This design comes from an exercise in tuning for small area on the open sky130 flow, not from production work.
Only simulation tests tie the RTL to the original design; equivalence was not proved.
Power and IR drop assume default switching activity.

File: flow/design.v
package ni_pkg;
	localparam int ADDR_W = 32;               
	localparam int DATA_W = 128;              
	localparam int ID_W   = 3;                
	localparam int CTR_W  = 3;                
	localparam int PKT_W  = 160;              
	localparam logic SLAVE_BASE_ID = 1'b1;
	localparam logic [2:0] PKT_WR_ADDR = 3'd0;
	localparam logic [2:0] PKT_WR_DATA = 3'd1;
	localparam logic [2:0] PKT_RD_ADDR = 3'd2;
	localparam logic [2:0] PKT_WR_RESP = 3'd3;
	localparam logic [2:0] PKT_RD_DATA = 3'd4;
	localparam int F_DATA_LO   = 32;
	localparam int F_ADDR_LO   = 32;
	localparam int F_ID_LO     = 29;
	localparam int F_TAG_LO    = 26;
	localparam int F_MASTER_LO = 23;
	localparam int F_SLAVE_LO  = 20;
	localparam int F_PTYPE_LO  = 17;
	localparam int F_VALID     = 16;
endpackage
`timescale 1ns/1ps
module axi_request_packer #(
	parameter logic [ni_pkg::ID_W-1:0] MASTER_ID = '0
) (
	input  logic              ACLK,
	input  logic              ARESETn,
	input  logic [ni_pkg::ID_W-1:0]   AWID,
	input  logic [ni_pkg::ADDR_W-1:0] AWADDR,
	input  logic              AWVALID,
	output logic              AWREADY,
	input  logic [ni_pkg::ID_W-1:0]   WID,
	input  logic [ni_pkg::DATA_W-1:0] WDATA,
	input  logic              WVALID,
	output logic              WREADY,
	input  logic [ni_pkg::ID_W-1:0]   ARID,
	input  logic [ni_pkg::ADDR_W-1:0] ARADDR,
	input  logic              ARVALID,
	output logic              ARREADY,
	input  logic              fifo_full,       
	input  logic              fifo_one_left,   
	input  logic              wr_full,         
	input  logic              rd_full,         
	output logic              pkt_put,         
	output logic [ni_pkg::PKT_W-1:0] pkt,
	output logic              wr_alloc,
	output logic [ni_pkg::CTR_W-1:0]  wr_tag,
	output logic [ni_pkg::ID_W-1:0]   wr_slave,
	output logic              rd_alloc,
	output logic [ni_pkg::ID_W-1:0]   rd_id,
	output logic [ni_pkg::CTR_W-1:0]  rd_tag
);
	logic [ni_pkg::CTR_W-1:0] wr_ctr [4];             
	logic [ni_pkg::CTR_W-1:0] rd_ctr;                 
	logic [ni_pkg::CTR_W-1:0] last_tag;               
	logic [ni_pkg::ID_W-1:0]  last_slave;             
	logic             room;
	logic             aw_fire, w_fire, ar_fire;
	logic [ni_pkg::PKT_W-1:0] nxt_pkt;
	assign room    = pkt_put ? (!fifo_full && !fifo_one_left) : !fifo_full;
	assign AWREADY = !wr_full && room;
	assign WREADY  = !wr_full && room;
	assign ARREADY = !rd_full && room;
	assign aw_fire = AWVALID && AWREADY;
	assign w_fire  = WVALID && WREADY;
	assign ar_fire = ARVALID && ARREADY;
	assign wr_alloc = aw_fire;
	assign wr_tag   = wr_ctr[AWADDR[5:4]];
	assign wr_slave = {ni_pkg::SLAVE_BASE_ID, AWADDR[5:4]};
	assign rd_alloc = ar_fire;
	assign rd_id    = ARID;
	assign rd_tag   = rd_ctr;
	always_comb
	begin
		nxt_pkt            = '0;
		nxt_pkt[ni_pkg::F_MASTER_LO +: ni_pkg::ID_W] = MASTER_ID;
		nxt_pkt[ni_pkg::F_VALID] = 1'b1;
		if (ar_fire)
		begin
			nxt_pkt[ni_pkg::F_ADDR_LO +: ni_pkg::ADDR_W] = ARADDR;
			nxt_pkt[ni_pkg::F_ID_LO +: ni_pkg::ID_W] = ARID;
			nxt_pkt[ni_pkg::F_TAG_LO +: ni_pkg::CTR_W] = rd_ctr;
			nxt_pkt[ni_pkg::F_SLAVE_LO +: ni_pkg::ID_W] = {ni_pkg::SLAVE_BASE_ID, ARADDR[5:4]};
			nxt_pkt[ni_pkg::F_PTYPE_LO +: 3] = ni_pkg::PKT_RD_ADDR;
		end
		else if (w_fire)
		begin
			nxt_pkt[ni_pkg::F_DATA_LO +: ni_pkg::DATA_W] = WDATA;
			nxt_pkt[ni_pkg::F_ID_LO +: ni_pkg::ID_W] = WID;
			nxt_pkt[ni_pkg::F_TAG_LO +: ni_pkg::CTR_W] = last_tag;           
			nxt_pkt[ni_pkg::F_SLAVE_LO +: ni_pkg::ID_W] = last_slave;
			nxt_pkt[ni_pkg::F_PTYPE_LO +: 3] = ni_pkg::PKT_WR_DATA;
		end
		else
		begin
			nxt_pkt[ni_pkg::F_ADDR_LO +: ni_pkg::ADDR_W] = AWADDR;
			nxt_pkt[ni_pkg::F_ID_LO +: ni_pkg::ID_W] = AWID;
			nxt_pkt[ni_pkg::F_TAG_LO +: ni_pkg::CTR_W] = wr_tag;
			nxt_pkt[ni_pkg::F_SLAVE_LO +: ni_pkg::ID_W] = wr_slave;
			nxt_pkt[ni_pkg::F_PTYPE_LO +: 3] = ni_pkg::PKT_WR_ADDR;
		end
	end
	always_ff @(posedge ACLK)
	begin
		if (aw_fire || w_fire || ar_fire)
			pkt <= nxt_pkt;
	end
	always_ff @(posedge ACLK)
	begin
		if (!ARESETn)
		begin
			pkt_put    <= 1'b0;
			rd_ctr     <= '0;
			last_tag   <= '0;
			last_slave <= {ni_pkg::SLAVE_BASE_ID, 2'b00};
			for (int i = 0; i < 4; i++)
				wr_ctr[i] <= '0;
		end
		else
		begin
			pkt_put <= aw_fire || w_fire || ar_fire;   
			if (aw_fire)
			begin
				wr_ctr[AWADDR[5:4]] <= wr_tag + 1'b1;
				last_tag            <= wr_tag;
				last_slave          <= wr_slave;
			end
			if (ar_fire)
				rd_ctr <= rd_ctr + 1'b1;
		end
	end
endmodule
`timescale 1ns/1ps
module noc_fifo #(
	parameter int FIFO_DEPTH = 8
) (
	input  logic     ACLK,
	input  logic     ARESETn,
	input  logic     put,
	input  logic     get,
	input  logic [ni_pkg::PKT_W-1:0] data_in,
	output logic [ni_pkg::PKT_W-1:0] data_out,
	output logic     empty,
	output logic     full,
	output logic     one_left                 
);
	localparam int AW = $clog2(FIFO_DEPTH);
	localparam logic [AW:0] CAP      = (AW+1)'(FIFO_DEPTH);
	localparam logic [AW:0] CAP_LESS = (AW+1)'(FIFO_DEPTH - 1);
	logic [ni_pkg::PKT_W-1:0] mem [FIFO_DEPTH];
	logic [AW:0] wr_ptr, rd_ptr;              
	logic [AW:0] fill_cnt;
	assign fill_cnt = wr_ptr - rd_ptr;
	assign empty    = (wr_ptr == rd_ptr);
	assign full     = (fill_cnt == CAP);
	assign one_left = (fill_cnt == CAP_LESS);
	assign data_out = mem[rd_ptr[AW-1:0]];   
	always_ff @(posedge ACLK)
	begin
		if (put)
			mem[wr_ptr[AW-1:0]] <= data_in;
	end
	always_ff @(posedge ACLK)
	begin
		if (!ARESETn)
		begin
			wr_ptr <= '0;
			rd_ptr <= '0;
		end
		else
		begin
			if (put)
				wr_ptr <= wr_ptr + 1'b1;
			if (get)
				rd_ptr <= rd_ptr + 1'b1;
		end
	end
endmodule
`timescale 1ns/1ps
module noc_response_unpacker (
	input  logic     ACLK,
	input  logic     ARESETn,
	input  logic     fifo_empty,
	input  logic [ni_pkg::PKT_W-1:0] fifo_head,
	output logic     fifo_get,
	output logic                      resp_rd_valid,    
	output logic                      resp_wr_valid,    
	output logic [ni_pkg::CTR_W-1:0]  resp_tag,         
	output logic [ni_pkg::ID_W-1:0]   resp_slave_id,    
	output logic [ni_pkg::DATA_W-1:0] resp_data,        
	output logic [ni_pkg::ID_W-1:0]   resp_bid,         
	output logic [1:0]                resp_bresp        
);
	assign fifo_get = !fifo_empty;            
	always_ff @(posedge ACLK)
	begin
		if (!ARESETn)
		begin
			resp_rd_valid <= 1'b0;
			resp_wr_valid <= 1'b0;
		end
		else
		begin
			resp_rd_valid <= fifo_get && (fifo_head[ni_pkg::F_PTYPE_LO +: 3] == ni_pkg::PKT_RD_DATA);
			resp_wr_valid <= fifo_get && (fifo_head[ni_pkg::F_PTYPE_LO +: 3] == ni_pkg::PKT_WR_RESP);
		end
	end
	always_ff @(posedge ACLK)
	begin
		if (fifo_get)
		begin
			resp_tag      <= fifo_head[ni_pkg::F_TAG_LO +: ni_pkg::CTR_W];
			resp_slave_id <= fifo_head[ni_pkg::F_SLAVE_LO +: ni_pkg::ID_W];
			resp_data     <= fifo_head[ni_pkg::F_DATA_LO +: ni_pkg::DATA_W];     
			resp_bid      <= fifo_head[2:0];     
			resp_bresp    <= fifo_head[4:3];
		end
	end
endmodule
`timescale 1ns/1ps
module read_reorder_buffer #(
	parameter int ROB_DEPTH = 8
) (
	input  logic              ACLK,
	input  logic              ARESETn,
	input  logic              alloc,           
	input  logic [ni_pkg::ID_W-1:0]   alloc_id,
	input  logic [ni_pkg::CTR_W-1:0]  alloc_tag,
	input  logic                      resp_rd_valid,
	input  logic [ni_pkg::CTR_W-1:0]  resp_tag,
	input  logic [ni_pkg::DATA_W-1:0] resp_data,
	output logic [ni_pkg::ID_W-1:0]   RID,
	output logic [ni_pkg::DATA_W-1:0] RDATA,
	output logic              RVALID,
	input  logic              RREADY,
	output logic              full
);
	localparam int PW = $clog2(ROB_DEPTH);
	localparam logic [PW:0] CAP = (PW+1)'(ROB_DEPTH);
	logic [ROB_DEPTH-1:0] used;               
	logic [ROB_DEPTH-1:0] filled;             
	logic [ni_pkg::ID_W-1:0]      id_q   [ROB_DEPTH];
	logic [ni_pkg::CTR_W-1:0]     tag_q  [ROB_DEPTH];
	logic [ni_pkg::DATA_W-1:0]    data_q [ROB_DEPTH];
	logic [PW:0]          wr_ptr, rd_ptr;
	logic [PW-1:0]        head, hit_idx;
	logic                 hit;
	assign head   = rd_ptr[PW-1:0];
	assign full   = ((wr_ptr - rd_ptr) == CAP);
	assign RVALID = used[head] && filled[head];   
	assign RID    = id_q[head];
	assign RDATA  = data_q[head];
	always_comb
	begin
		hit     = 1'b0;
		hit_idx = '0;
		for (int i = ROB_DEPTH - 1; i >= 0; i--)
		begin
			if (used[i] && !filled[i] && (tag_q[i] == resp_tag))
			begin
				hit     = 1'b1;
				hit_idx = PW'(i);
			end
		end
	end
	always_ff @(posedge ACLK)
	begin
		if (alloc)
		begin
			id_q[wr_ptr[PW-1:0]]  <= alloc_id;
			tag_q[wr_ptr[PW-1:0]] <= alloc_tag;
		end
		if (resp_rd_valid && hit)
			data_q[hit_idx] <= resp_data;
	end
	always_ff @(posedge ACLK)
	begin
		if (!ARESETn)
		begin
			used   <= '0;
			filled <= '0;
			wr_ptr <= '0;
			rd_ptr <= '0;
		end
		else
		begin
			if (alloc)
			begin
				used[wr_ptr[PW-1:0]] <= 1'b1;
				wr_ptr               <= wr_ptr + 1'b1;
			end
			if (resp_rd_valid && hit)
				filled[hit_idx] <= 1'b1;
			if (RVALID && RREADY)                   
			begin
				used[head]   <= 1'b0;
				filled[head] <= 1'b0;
				rd_ptr       <= rd_ptr + 1'b1;
			end
		end
	end
endmodule
`timescale 1ns/1ps
module write_resp_reorder_buffer #(
	parameter int ROB_DEPTH = 8
) (
	input  logic             ACLK,
	input  logic             ARESETn,
	input  logic             alloc,            
	input  logic [ni_pkg::CTR_W-1:0] alloc_tag,
	input  logic [ni_pkg::ID_W-1:0]  alloc_slave,
	input  logic                     resp_wr_valid,
	input  logic [ni_pkg::CTR_W-1:0] resp_tag,
	input  logic [ni_pkg::ID_W-1:0]  resp_slave_id,
	input  logic [ni_pkg::ID_W-1:0]  resp_bid,
	input  logic [1:0]               resp_bresp,
	output logic [ni_pkg::ID_W-1:0]  BID,
	output logic [1:0]       BRESP,
	output logic             BVALID,
	input  logic             BREADY,
	output logic             full
);
	localparam int PW = $clog2(ROB_DEPTH);
	localparam logic [PW:0] CAP = (PW+1)'(ROB_DEPTH);
	logic [ROB_DEPTH-1:0] used;
	logic [ROB_DEPTH-1:0] filled;
	logic [ni_pkg::CTR_W-1:0]     tag_q   [ROB_DEPTH];
	logic [ni_pkg::ID_W-1:0]      slave_q [ROB_DEPTH];
	logic [ni_pkg::ID_W-1:0]      bid_q   [ROB_DEPTH];
	logic [1:0]           bresp_q [ROB_DEPTH];
	logic [PW:0]          wr_ptr, rd_ptr;
	logic [PW-1:0]        head, hit_idx;
	logic                 hit;
	assign head   = rd_ptr[PW-1:0];
	assign full   = ((wr_ptr - rd_ptr) == CAP);
	assign BVALID = used[head] && filled[head];
	assign BID    = bid_q[head];
	assign BRESP  = bresp_q[head];
	always_comb
	begin
		hit     = 1'b0;
		hit_idx = '0;
		for (int i = ROB_DEPTH - 1; i >= 0; i--)
		begin
			if (used[i] && !filled[i] && (tag_q[i] == resp_tag) &&
				(slave_q[i] == resp_slave_id))
			begin
				hit     = 1'b1;
				hit_idx = PW'(i);
			end
		end
	end
	always_ff @(posedge ACLK)
	begin
		if (alloc)
		begin
			tag_q[wr_ptr[PW-1:0]]   <= alloc_tag;
			slave_q[wr_ptr[PW-1:0]] <= alloc_slave;
		end
		if (resp_wr_valid && hit)
		begin
			bid_q[hit_idx]   <= resp_bid;
			bresp_q[hit_idx] <= resp_bresp;
		end
	end
	always_ff @(posedge ACLK)
	begin
		if (!ARESETn)
		begin
			used   <= '0;
			filled <= '0;
			wr_ptr <= '0;
			rd_ptr <= '0;
		end
		else
		begin
			if (alloc)
			begin
				used[wr_ptr[PW-1:0]] <= 1'b1;
				wr_ptr               <= wr_ptr + 1'b1;
			end
			if (resp_wr_valid && hit)
				filled[hit_idx] <= 1'b1;
			if (BVALID && BREADY)                   
			begin
				used[head]   <= 1'b0;
				filled[head] <= 1'b0;
				rd_ptr       <= rd_ptr + 1'b1;
			end
		end
	end
endmodule
`timescale 1ns/1ps
module ni_master_top #(
	parameter logic [ni_pkg::ID_W-1:0] MASTER_ID  = '0,
	parameter int              FIFO_DEPTH = 8,
	parameter int              ROB_DEPTH  = 8
) (
	input  logic              ACLK,
	input  logic              ARESETn,
	input  logic [ni_pkg::ID_W-1:0]   AWID,
	input  logic [ni_pkg::ADDR_W-1:0] AWADDR,
	input  logic              AWVALID,
	output logic              AWREADY,
	input  logic [ni_pkg::ID_W-1:0]   WID,
	input  logic [ni_pkg::DATA_W-1:0] WDATA,
	input  logic              WVALID,
	output logic              WREADY,
	output logic [ni_pkg::ID_W-1:0]   BID,
	output logic [1:0]        BRESP,
	output logic              BVALID,
	input  logic              BREADY,
	input  logic [ni_pkg::ID_W-1:0]   ARID,
	input  logic [ni_pkg::ADDR_W-1:0] ARADDR,
	input  logic              ARVALID,
	output logic              ARREADY,
	output logic [ni_pkg::ID_W-1:0]   RID,
	output logic [ni_pkg::DATA_W-1:0] RDATA,
	output logic              RVALID,
	input  logic              RREADY,
	output logic [ni_pkg::PKT_W-1:0]  M2R_data_out,    
	output logic              IF_valid,
	input  logic              router_ready,
	input  logic [ni_pkg::PKT_W-1:0]  R2M_data_input,
	input  logic              router_valid,
	output logic              IF_ready
);
	logic [ni_pkg::PKT_W-1:0] pkt, r2m_head;
	logic             pkt_put;
	logic             m2r_empty, m2r_full, m2r_one_left;
	logic             r2m_empty, r2m_full, r2m_get;
	logic             wr_alloc, rd_alloc, wr_full, rd_full;
	logic [ni_pkg::CTR_W-1:0] wr_tag, rd_tag;
	logic [ni_pkg::ID_W-1:0]  wr_slave, rd_id;
	logic              resp_rd_valid, resp_wr_valid;
	logic [ni_pkg::CTR_W-1:0]  resp_tag;
	logic [ni_pkg::ID_W-1:0]   resp_slave_id, resp_bid;
	logic [ni_pkg::DATA_W-1:0] resp_data;
	logic [1:0]        resp_bresp;
	assign IF_valid = !m2r_empty;
	assign IF_ready = !r2m_full;
	axi_request_packer #(.MASTER_ID(MASTER_ID)) u_packer (
		.ACLK(ACLK), .ARESETn(ARESETn),
		.AWID(AWID), .AWADDR(AWADDR), .AWVALID(AWVALID), .AWREADY(AWREADY),
		.WID(WID), .WDATA(WDATA), .WVALID(WVALID), .WREADY(WREADY),
		.ARID(ARID), .ARADDR(ARADDR), .ARVALID(ARVALID), .ARREADY(ARREADY),
		.fifo_full(m2r_full), .fifo_one_left(m2r_one_left),
		.wr_full(wr_full), .rd_full(rd_full),
		.pkt_put(pkt_put), .pkt(pkt),
		.wr_alloc(wr_alloc), .wr_tag(wr_tag), .wr_slave(wr_slave),
		.rd_alloc(rd_alloc), .rd_id(rd_id), .rd_tag(rd_tag)
	);
	noc_fifo #(.FIFO_DEPTH(FIFO_DEPTH)) m2r_fifo (
		.ACLK(ACLK), .ARESETn(ARESETn),
		.put(pkt_put && !m2r_full), .get(router_ready && !m2r_empty),
		.data_in(pkt), .data_out(M2R_data_out),
		.empty(m2r_empty), .full(m2r_full), .one_left(m2r_one_left)
	);
	noc_fifo #(.FIFO_DEPTH(FIFO_DEPTH)) r2m_fifo (
		.ACLK(ACLK), .ARESETn(ARESETn),
		.put(router_valid && !r2m_full), .get(r2m_get),
		.data_in(R2M_data_input), .data_out(r2m_head),
		.empty(r2m_empty), .full(r2m_full), .one_left()
	);
	noc_response_unpacker u_unpacker (
		.ACLK(ACLK), .ARESETn(ARESETn),
		.fifo_empty(r2m_empty), .fifo_head(r2m_head), .fifo_get(r2m_get),
		.resp_rd_valid(resp_rd_valid), .resp_wr_valid(resp_wr_valid),
		.resp_tag(resp_tag), .resp_slave_id(resp_slave_id), .resp_data(resp_data),
		.resp_bid(resp_bid), .resp_bresp(resp_bresp)
	);
	read_reorder_buffer #(.ROB_DEPTH(ROB_DEPTH)) u_rd_rob (
		.ACLK(ACLK), .ARESETn(ARESETn),
		.alloc(rd_alloc), .alloc_id(rd_id), .alloc_tag(rd_tag),
		.resp_rd_valid(resp_rd_valid), .resp_tag(resp_tag), .resp_data(resp_data),
		.RID(RID), .RDATA(RDATA), .RVALID(RVALID), .RREADY(RREADY),
		.full(rd_full)
	);
	write_resp_reorder_buffer #(.ROB_DEPTH(ROB_DEPTH)) u_wr_rob (
		.ACLK(ACLK), .ARESETn(ARESETn),
		.alloc(wr_alloc), .alloc_tag(wr_tag), .alloc_slave(wr_slave),
		.resp_wr_valid(resp_wr_valid), .resp_tag(resp_tag), .resp_slave_id(resp_slave_id),
		.resp_bid(resp_bid), .resp_bresp(resp_bresp),
		.BID(BID), .BRESP(BRESP), .BVALID(BVALID), .BREADY(BREADY),
		.full(wr_full)
	);
endmodule
File: flow/run.sh
#!/bin/bash
# synth_recipe.tcl (not shown) runs the flow's synth.tcl, then flattens the netlist and writes it again
# the make line also repeats each setting of config.mk as NAME=value (left out here)
make -C /OpenROAD-flow-scripts/flow DESIGN_CONFIG=/design/flow/config.mk WORK_HOME=/design/flow/orfs CLKGATE_MAP_FILE= SYNTH_SCRIPT=/design/flow/synth_recipe.tcl finish
File: flow/config.mk
export PLATFORM = sky130hd
export DESIGN_NAME = ni_master_top
export DESIGN_NICKNAME = ni_master_top
export VERILOG_FILES = /design/flow/design.v
export SDC_FILE = /design/flow/constraint.sdc
export NUM_CORES = 4
export LEC_CHECK = 0
export CAP_MARGIN = 20
export CORE_MARGIN = 2
export CORE_UTILIZATION = 45
export PLACE_DENSITY = 0.6
export SLEW_MARGIN = 20
File: flow/constraint.sdc
create_clock -name core_clock -period 6.0 [get_ports {ACLK}]
set_input_delay 1.2000 -clock core_clock [delete_from_list [all_inputs] [get_ports {ACLK}]]
set_output_delay 1.2000 -clock core_clock [all_outputs]
set_load 0.01 [all_outputs]
==> flow_summary.yaml <==
critical_path:
  setup.worst_path.class: "reg2out"
  rr_endpoint: "u_rd_rob.id_q[5][1]"
  slowest_stage: "clkdlybuf4s50_1"
  cp_cell_sequence: "ha_1 > o21ai_1 > nor3b_4 > nor3_2 > nor3_4 > clkdlybuf4s50_1"
  worstSetupEndpointType: "primary output"
  cp.arrival_ns: 3.80
  cpPeakStageDelay_ns: 0.66
  worstSetupStartpointType: "flip-flop"
  rrSetupSlack_ns: 1.64
  path_buf_inv: 1
  crit_fanout: 11
  required_ns: 4.80
  cp_top_family: "simple AND/OR/NAND/NOR gates"
  r2r_cells: 8
  r2r-start: "m2r_fifo.wr_ptr[2]"
cts:
  ctsHoldBuffers: 0
  cts_tree: "built"
  cts_buffer_depth: 4
  clk_pin_slew_ns: 0.06
  clk_latency_ns: 0.96
  post_cts_buffers: 0
  ctsResizeCount: 0
  numCtsBuffers: 388
  cts_sinks: 3768
  root_buffer: "clkbuf_16"
  h-tree-depth: 5
detailed_routing:
  vias_per_cell: 5.58
  ant_nets: 0
  post-route-drc-count: 0
  drtIter0Drc: 5852
  wl_per_cell_um: 27.9
  wl_um: 323000
  vias: 64600
  drtPass1Iterations: 5
layout:
  fin_cells: 11600
  nets: 7480
  area_growth_pct: 17.4
  drive_gt1_frac: 0.270
placement:
  dpl.cell_count: 10800
  io_buffers: 632
  pre_cts_ws_ns: 1.54
  globalplace.congestion: 0.783
  dpl.hpwl_um: 181000
synthesis:
  synth_compound_area_frac: 0.00726
  synth_seq_cells: 3768
  synth_mux_area_frac: 0.168
  synth-edff-count: 3681
  syn-cell-area_um2: 143000
  synthCells: 6188
  avgSynthCellArea_um2: 23.1
  synthSimpleGateAreaFrac: 0.0174
  synth_top_family_by_area: "multiplexers"
  synth-async-reset-ratio: 0
  ys_warn_count: 5
  synth_cell_type_count: 79
  ys_seq_area_frac: 0.786
  synth-adder-area-share: 0.00391
  synth_flop_cell: "edfxtp_1"
  synth_xor_area_frac: 0.00605
pwr:
  vdd_drop_max_mv: 0.511
  power_leakage_nw: 52.1
  p_per_area_nw_per_um2: 423
timing:
  layout_min_cycle_time_ns: 5.00
  tightest_slew_ns: 1.14
  setup_violations: 0
  worst_slack_ns: 0.999
  hold_viol: 0
  maxSlewViolCount: 0
  slew_headroom: 0.241
  rsz0062_at_grt: "false"
  period_share: 0.833
  fin_skew_ns: 0.0931
  fmax_ghz: 0.200
global_route:
  overflow: 0
  grt_pass1_wl_um: 467000
  grt_start_max_net_pins: 131
  grt_pass1_vias: 67800
  grt.total_usage: 0.199
  antenna_found_initial: 74
status:
  run_status: "complete, no violations"
floorplan:
  die-height_um: 567
  placement_rows: 206
  initial_core_util: 0.453
  coreArea_um2: 315000
  die_area_um2: 322000
  ios: 673
  die_w_um: 567
job:
  maxCapViolCount: 0
worst_hold_path:
  whs_path_depth: 2
  hp-class: "reg2reg"
  hold_path_startpoint: "u_packer.last_tag[2]"
  holdPathEnd: "u_packer.last_tag[2]"
through the flow:
step | hold WS, ns | util | power, W | TNS [ns] | cell area, um2
final | 0.457 | 0.532 | 0.0709 | 0 | 168000
after global routing | 0.479 | 0.532 | 0.0736 | 0 | 168000
after CTS | 0.457 | 0.532 | 0.0717 | 0 | 168000
after detailed placement | 0.448 | 0.493 | 0.0485 | 0 | 155000
after global placement | 0.450 | 0.493 | 0.0481 | 0 | 155000
after floorplan | 0.433 | - | 0.0432 | -3453.09 | 143000
logic make-up (layout without fill, tap and decap cells):
logic type / Yosys count / count (layout)
xor+xnor: 97 / 97
mux: 1292 / 1292
simple gates: 468 / 468
flops: 3768 / 3768
other cells: 2 / 42
compound gates: 168 / 168
fa+ha+maj: 44 / 44
buf+inv: 349 / 1532
state kept, by name, indices dropped and copies added, names as in the netlist, 24 cells and up, named ones only:
register / cells
m2r_fifo.mem: 1104
r2m_fifo.mem: 1136
u_packer.pkt: 138
u_rd_rob.data_q: 1024
u_rd_rob.id_q: 24
u_rd_rob.tag_q: 24
u_unpacker.resp_data: 128
u_wr_rob.bid_q: 24
u_wr_rob.tag_q: 24
how the worst max path moves through the flow:
| stage | from | endpoint | cells after the start |
|---|---|---|---|
| final | m2r_fifo.wr_ptr[2] | WREADY | 6 |
| after global routing | flip-flop | M2R_data_out[147] | 4 |
| after CTS | flip-flop | M2R_data_out[77] | 4 |
| after detailed placement | m2r_fifo.wr_ptr[2] | u_rd_rob.id_q[6][1] | 8 |
| after global placement | ARVALID | u_rd_rob.id_q[6][0] | 6 |
| after floorplan | router_valid | r2m_fifo.mem[3][0] | 3 |
report_power, final:
group / leakage [nW] / switching [W] / internal (W)
sequential: 34.6 / 0.00239 / 0.0337
combinational: 11.6 / 0.00597 / 0.00571
clock: 5.95 / 0.0100 / 0.0131
layer usage:
metal  vias to the layer above  GRT usage  wire length (um)
li1                      27600          -                 -
met1                     34500      0.271            136000
met2                      1876      0.321            157000
met3                       499     0.0442             21500
met4                        42     0.0594              9020
met5                         -          0               267
cells in the final DEF (no fill, tap or decap), types with 19 or more instances in the layout:
cell type	Yosys	layout
edfxtp_1	3681	3681
mux4_2	837	837
clkdlybuf4s50_1	0	632
mux2_2	415	415
clkbuf_16	0	389
nand2_1	113	112
clkinv_1	0	110
and2_1	100	98
clkbuf_1	151	93
dfxtp_1	87	75
buf_12	0	75
nor2_1	86	74
buf_4	26	74
o21ai_0	65	65
clkinv_2	0	55
xor2_1	49	48
a21oi_1	48	48
xnor2_1	47	47
ha_1	43	41
mux2i_1	40	40
nand3_1	34	33
inv_1	34	32
bufinv_16	0	24
conb_1	2	22
nor4_1	22	21
diode_2	0	20
nand2b_1	19	19
cell usage after synthesis (3+ instances only):
master    count  area (um2)
nand2_1     113         424
nand2b_1     19         119
edfxtp_1   3681      111000
buf_4        26         195
nand3_1      34         170
xnor2_1      47         412
or3_1         4        25.0
o21ai_0      65         325
nor4_1       22         138
nand4_1      18         113
o21a_1        4        30.0
and2_1      100         626
a21oi_1      48         240
clkbuf_2      5        25.0
inv_1        34         128
and3_1        4        25.0
xor2_1       49         429
dfxtp_1      87        1740
mux2_2      415        4670
a41oi_1       8        70.1
nor4b_1       4        35.0
ha_1         43         538
or4_4         5        56.3
nor2b_1       9        56.3
nor3_1       27         135
a21o_1        3        22.5
nor2_1       86         323
mux2i_1      40         400
o22ai_1       3        18.8
clkbuf_1    151         567
buf_2        68         340
mux4_2      837       18900
buf_6        16         180
nor3b_1       3        22.5
buf_1        44         165
a31oi_1      12        75.1
tightest hold or removal path, stage by stage (launching register included):
cell,delay (ns)
dfxtp_1,0.31
nand2_1,0.05
a21oi_1,0.05
area by class of cell:
type,count,area (um2)
sequential,3768,112000
timing repair buffer,781,8380
inverter,36,138
tap,4160,5200
fill,24000,148000
multi-input combinational,2091,29300
clock inverter,228,2130
clock buffer,487,10200
antenna,20,50.0

-- port drivers added, routing unchanged --
How much do the figures lean on ideal ports? The routed layout below was timed once more, with nothing changed but the port constraints. Step 1: set_driving_cell puts a clkbuf_16 on ACLK and a buf_2 on each other input, an assumption about the parent block. Step 2 adds t to the input delays and takes it off the output delays; t is the mean of the earliest and latest rising clock arrival at the registers after step 1. Input paths then give back, and output paths get back, about the clock's delay inside the block. a / b / c = ideal ports / drivers / drivers and shift; a / b = the first two.
t, ns: 1.018
setup slack, ns: 0.999 / 0.890 / 1.551
worst setup path after step 2: input to register
worst register clock-pin slew, ns: 0.06 / 0.06
After both steps setup and hold are still met in this run. The setup slack of this run moves by -0.109 ns with the drivers and by +0.552 ns with both steps.
